Context: an optimization exercise on an open-source flow, tuned for small area and a short achievable clock period. The choices shown serve that exercise and are no tape-out recipe.
RTL that was checked went through simulation tests only; none was proved equivalent to the original.

Design fpu_top, start of the top module:
module fpu_top (
	input  logic             clk,
	input  logic             i_rst_n,
	input  logic [1:0]       i_op,
	input  logic [31:0]      i_a,
	input  logic [31:0]      i_b,
	output logic [31:0]      o_result
);
	fpu_pkg::float_t a_w;
	fpu_pkg::float_t b_w;
	logic   is_sub;
	logic   is_mul;
	fpu_pkg::float_t eff_b;
	logic   sc_hit;
	fpu_pkg::float_t sc_value;
	fpu_pkg::float_t sum;
	fpu_pkg::float_t product;
	fpu_pkg::float_t next_result;
	assign a_w.word = i_a;
	assign b_w.word = i_b;
	assign is_sub = (i_op == fpu_pkg::op_sub);
	assign is_mul = (i_op == fpu_pkg::op_mul);
	always_comb begin
		eff_b        = b_w;
		eff_b.f.sign = b_w.f.sign ^ is_sub;
	end
	fpu_special_case u_special (
		.i_a      (a_w),
		.i_b      (eff_b),
		.i_is_mul (is_mul),
		.o_hit    (sc_hit),
		.o_value  (sc_value)
	);
	fpu_adder u_adder (
		.i_a   (a_w),
		.i_b   (eff_b),
		.o_sum (sum)
	);
	fpu_multiplier u_mult (
		.i_a       (a_w),
		.i_b       (b_w),
		.o_product (product)
	);
	always_comb begin
		case (i_op)
			fpu_pkg::op_rsv:  next_result.word = 32'h7FC0_0000;
			fpu_pkg::op_mul:  next_result = sc_hit ? sc_value : product;
			default: next_result = sc_hit ? sc_value : sum;
		endcase
	end
	always_ff @(posedge clk or negedge i_rst_n) begin
		if (!i_rst_n) begin
			o_result <= '0;
		end else begin
			o_result <= next_result.word;
		end
	end
endmodule
For scale: about 5400 cells after synthesis, ~32 flip-flops, about 100 I/O pins, about 33000 um2 of cells after synthesis.
==> module fpu_pfx_add, before the edit <==
module fpu_pfx_add #(
	parameter int W = 32
) (
	input  logic [W-1:0] i_a,
	input  logic [W-1:0] i_b,
	input  logic         i_ci,
	output logic [W-1:0] o_sum,
	output logic         o_co
);
	localparam int L = $clog2(W + 1);
	logic [W:0] g [L+1];
	logic [W:0] p [L+1];
	always_comb begin
		g[0][0] = i_ci;
		p[0][0] = 1'b0;
		for (int i = 0; i < W; i++) begin
			g[0][i+1] = i_a[i] & i_b[i];
			p[0][i+1] = i_a[i] ^ i_b[i];
		end
		for (int l = 0; l < L; l++) begin
			for (int i = 0; i <= W; i++) begin
				if ((i >> l) & 1) begin
					g[l+1][i] = g[l][i] | (p[l][i] & g[l][((i >> l) << l) - 1]);
					p[l+1][i] = p[l][i] & p[l][((i >> l) << l) - 1];
				end else begin
					g[l+1][i] = g[l][i];
					p[l+1][i] = p[l][i];
				end
			end
		end
		for (int i = 0; i < W; i++) begin
			o_sum[i] = p[0][i+1] ^ g[L][i];
		end
		o_co = g[L][W];
	end
endmodule
export LEC_CHECK = 0
export ABC_AREA = 1
export CAP_MARGIN = 20
export CORE_MARGIN = 2
export CORE_UTILIZATION = 40
export SETUP_SLACK_MARGIN = 5
export SLEW_MARGIN = 20
create_clock -name core_clock -period 17.0 [get_ports {clk}]
run.sh (not shown) runs the stock make flow with config.mk's settings and CLKGATE_MAP_FILE= SYNTH_SCRIPT=/design/flow/synth_recipe.tcl, a recipe that flattens the netlist after the stock synthesis.
The starting point finished with timing, DRC and antenna clean.
Rerun with:
--- a/flow/design.v
+++ b/flow/design.v
@@ -24,7 +24,7 @@
 	output logic [W-1:0] o_sum,
 	output logic         o_co
 );
-	localparam int L = $clog2(W + 1);
+	localparam int L = (W >= 32) ? 6 : (W >= 16) ? 5 : (W >= 8) ? 4 : (W >= 4) ? 3 : (W >= 2) ? 2 : 1;
 	logic [W:0] g [L+1];
 	logic [W:0] p [L+1];
 	always_comb begin
Result: Global-route usage is unchanged; die area does not change; utilization stays the same; worst setup slack stays the same; fmax is unchanged; final area does not change; sequential share of layout area stays the same; worst hold slack stays the same; critical path depth stays the same; wire length is unchanged; synthesized area stays the same; flip-flop and latch count is unchanged; clock-buffer cell count stays the same.
Only the layout flow was run in the first run of this note; the RTL was not checked for function there.

Setup of the baseline:
fpu_top, a different RTL version from the one above (not shown whole).
For scale: roughly 4800 cells after synthesis, ~100 I/O pins, about 30000 um^2 of cells after synthesis.
==> module fpu_pfx_add, before the edit <==
module fpu_pfx_add #(
	parameter int W = 32
) (
	input  logic [W-1:0] i_a,
	input  logic [W-1:0] i_b,
	input  logic         i_ci,
	output logic [W-1:0] o_sum,
	output logic         o_co
);
	localparam int L = (W >= 32) ? 6 : (W >= 16) ? 5 : (W >= 8) ? 4 : (W >= 4) ? 3 : (W >= 2) ? 2 : 1;
	logic [W:0] g [L+1];
	logic [W:0] p [L+1];
	always_comb begin
		g[0][0] = i_ci;
		p[0][0] = 1'b0;
		for (int i = 0; i < W; i++) begin
			g[0][i+1] = i_a[i] & i_b[i];
			p[0][i+1] = i_a[i] ^ i_b[i];
		end
		for (int l = 0; l < L; l++) begin
			for (int i = 0; i <= W; i++) begin
				if (l == 0 && i > 0) begin
					g[1][i] = g[0][i] | (p[0][i] & g[0][i-1]);
					p[1][i] = p[0][i] & p[0][i-1];
				end else if ((i >> l) & 1) begin
					g[l+1][i] = g[l][i] | (p[l][i] & g[l][((i >> l) << l) - 1]);
					p[l+1][i] = p[l][i] & p[l][((i >> l) << l) - 1];
				end else begin
					g[l+1][i] = g[l][i];
					p[l+1][i] = p[l][i];
				end
			end
		end
		for (int i = 0; i < W; i++) begin
			o_sum[i] = p[0][i+1] ^ g[L][i];
		end
		o_co = g[L][W];
	end
endmodule
==> flow/config.mk <==
export PLATFORM = sky130hd
export DESIGN_NAME = fpu_top
export DESIGN_NICKNAME = fpu_top
export VERILOG_FILES = /design/flow/design.v
export SDC_FILE = /design/flow/constraint.sdc
export NUM_CORES = 4
export LEC_CHECK = 0
export ABC_AREA = 1
export CAP_MARGIN = 20
export CORE_MARGIN = 2
export CORE_UTILIZATION = 40
export SLEW_MARGIN = 20
==> flow/constraint.sdc <==
create_clock -name core_clock -period 17.0 [get_ports {clk}]
set_input_delay 3.4000 -clock core_clock [delete_from_list [all_inputs] [get_ports {clk}]]
set_output_delay 3.4000 -clock core_clock [all_outputs]
set_load 0.01 [all_outputs]
standard.sh (not shown) runs the stock make flow with config.mk's settings and CLKGATE_MAP_FILE= SYNTH_SCRIPT=/design/flow/synth_recipe.tcl, a recipe that flattens the netlist after the stock synthesis.
==> flow/flow/run.sh <==
#!/bin/bash
set -euo pipefail
ARGS=("SETUP_SLACK_MARGIN=6" "BUFFER_PORTS_ARGS=-buffer_cell sky130_fd_sc_hd__buf_2")
bash standard.sh "${ARGS[@]}" synth > flow_synth.log 2>&1
R=orfs/results/${FLOW_PLATFORM:-sky130hd}/fpu_top/base
cp "$R/1_2_yosys.v" "$R/1_2_yosys_std.v"
python3 flow/fixfa2.py "$R/1_2_yosys_std.v" "$R/1_2_yosys.v" > flow_fixfa.log 2>&1
touch "$R/1_2_yosys.v"
bash standard.sh "${ARGS[@]}" finish > flow_make.log 2>&1
Other scripts of this flow, unchanged in this note and not shown: flow/flow/fixfa2.py
The baseline completed every stage of the flow, and the final layout passed the timing, design-rule and antenna checks.
diff inputs: the baseline => the candidate
--- a/flow/design.v
+++ b/flow/design.v
@@ -33,16 +33,13 @@
 		for (int i = 0; i < W; i++) begin
 			g[0][i+1] = i_a[i] & i_b[i];
 			p[0][i+1] = i_a[i] ^ i_b[i];
 		end
 		for (int l = 0; l < L; l++) begin
 			for (int i = 0; i <= W; i++) begin
-				if (l == 0 && i > 0) begin
-					g[1][i] = g[0][i] | (p[0][i] & g[0][i-1]);
-					p[1][i] = p[0][i] & p[0][i-1];
-				end else if ((i >> l) & 1) begin
+				if ((i >> l) & 1) begin
 					g[l+1][i] = g[l][i] | (p[l][i] & g[l][((i >> l) << l) - 1]);
 					p[l+1][i] = p[l][i] & p[l][((i >> l) << l) - 1];
 				end else begin
 					g[l+1][i] = g[l][i];
 					p[l+1][i] = p[l][i];
 				end
Results
- Going from the baseline to the candidate, fmax held steady; endpoint arrival time on the critical path held steady; final period utilization shrank by 0.19 points.
- Against the baseline, final area in the candidate rose by a few percent.
- | number of I/O pins | the baseline vs the candidate | ≈ equal |
- Number of multi-input combinational cells in the layout delta (the baseline -> the candidate): insignificant
- The number of gates resized after CTS in the baseline is 0.938 times that in the candidate.
- The floorplan die width on the candidate is in line with that on the baseline.
- NOTE: pre-CTS worst setup slack in the candidate exceeds that of the baseline
- The run showing the smaller non-clock buffer count in the final layout is the baseline.
- Maximum single-stage delay on the critical path, the baseline and the candidate: larger value in the baseline
Only the layout flow was run in the candidate; the RTL was not checked for function there.

==> port drivers added, routing unchanged <==
In the flow no input, the clock included, has a driving cell. The finished layouts below were timed again as built, in two steps.
Step 1 (the two cells are an assumption about what drives the block):
set clk [get_ports {clk}]
set_driving_cell -lib_cell sky130_fd_sc_hd__clkbuf_16 $clk
set_driving_cell -lib_cell sky130_fd_sc_hd__buf_2 [delete_from_list [all_inputs] $clk]
Step 2 adds t to the input delays and takes it off the output delays; t is the mean of the earliest and latest rising clock arrival at the registers after step 1. Input paths then give back, and output paths get back, about the clock's delay inside the block.
Slacks: no drivers / after step 1 / after step 2; pairs: no drivers / after step 1.
| run | shift t [ns] | slack for setup (ns) | latest minus earliest clock arrival (ns) | pins driven straight from the clock port |
|---|---|---|---|---|
| the first run of note 1 | 0.320 | 5.303 / 5.317 / 4.997 | 0.012 / 0.012 | 1 |
| the second run of note 1 | 0.320 | 5.303 / 5.317 / 4.997 | 0.012 / 0.012 | 1 |
| the baseline | 0.336 | 6.237 / 6.260 / 5.924 | 0.013 / 0.012 | 1 |
| the candidate | 0.307 | 6.269 / 6.279 / 5.972 | 0.006 / 0.006 | 1 |
After both steps every run listed still meets setup and hold. For the baseline, which loses most, drivers alone change the setup slack by +0.023 ns; drivers and shift together by -0.313 ns.
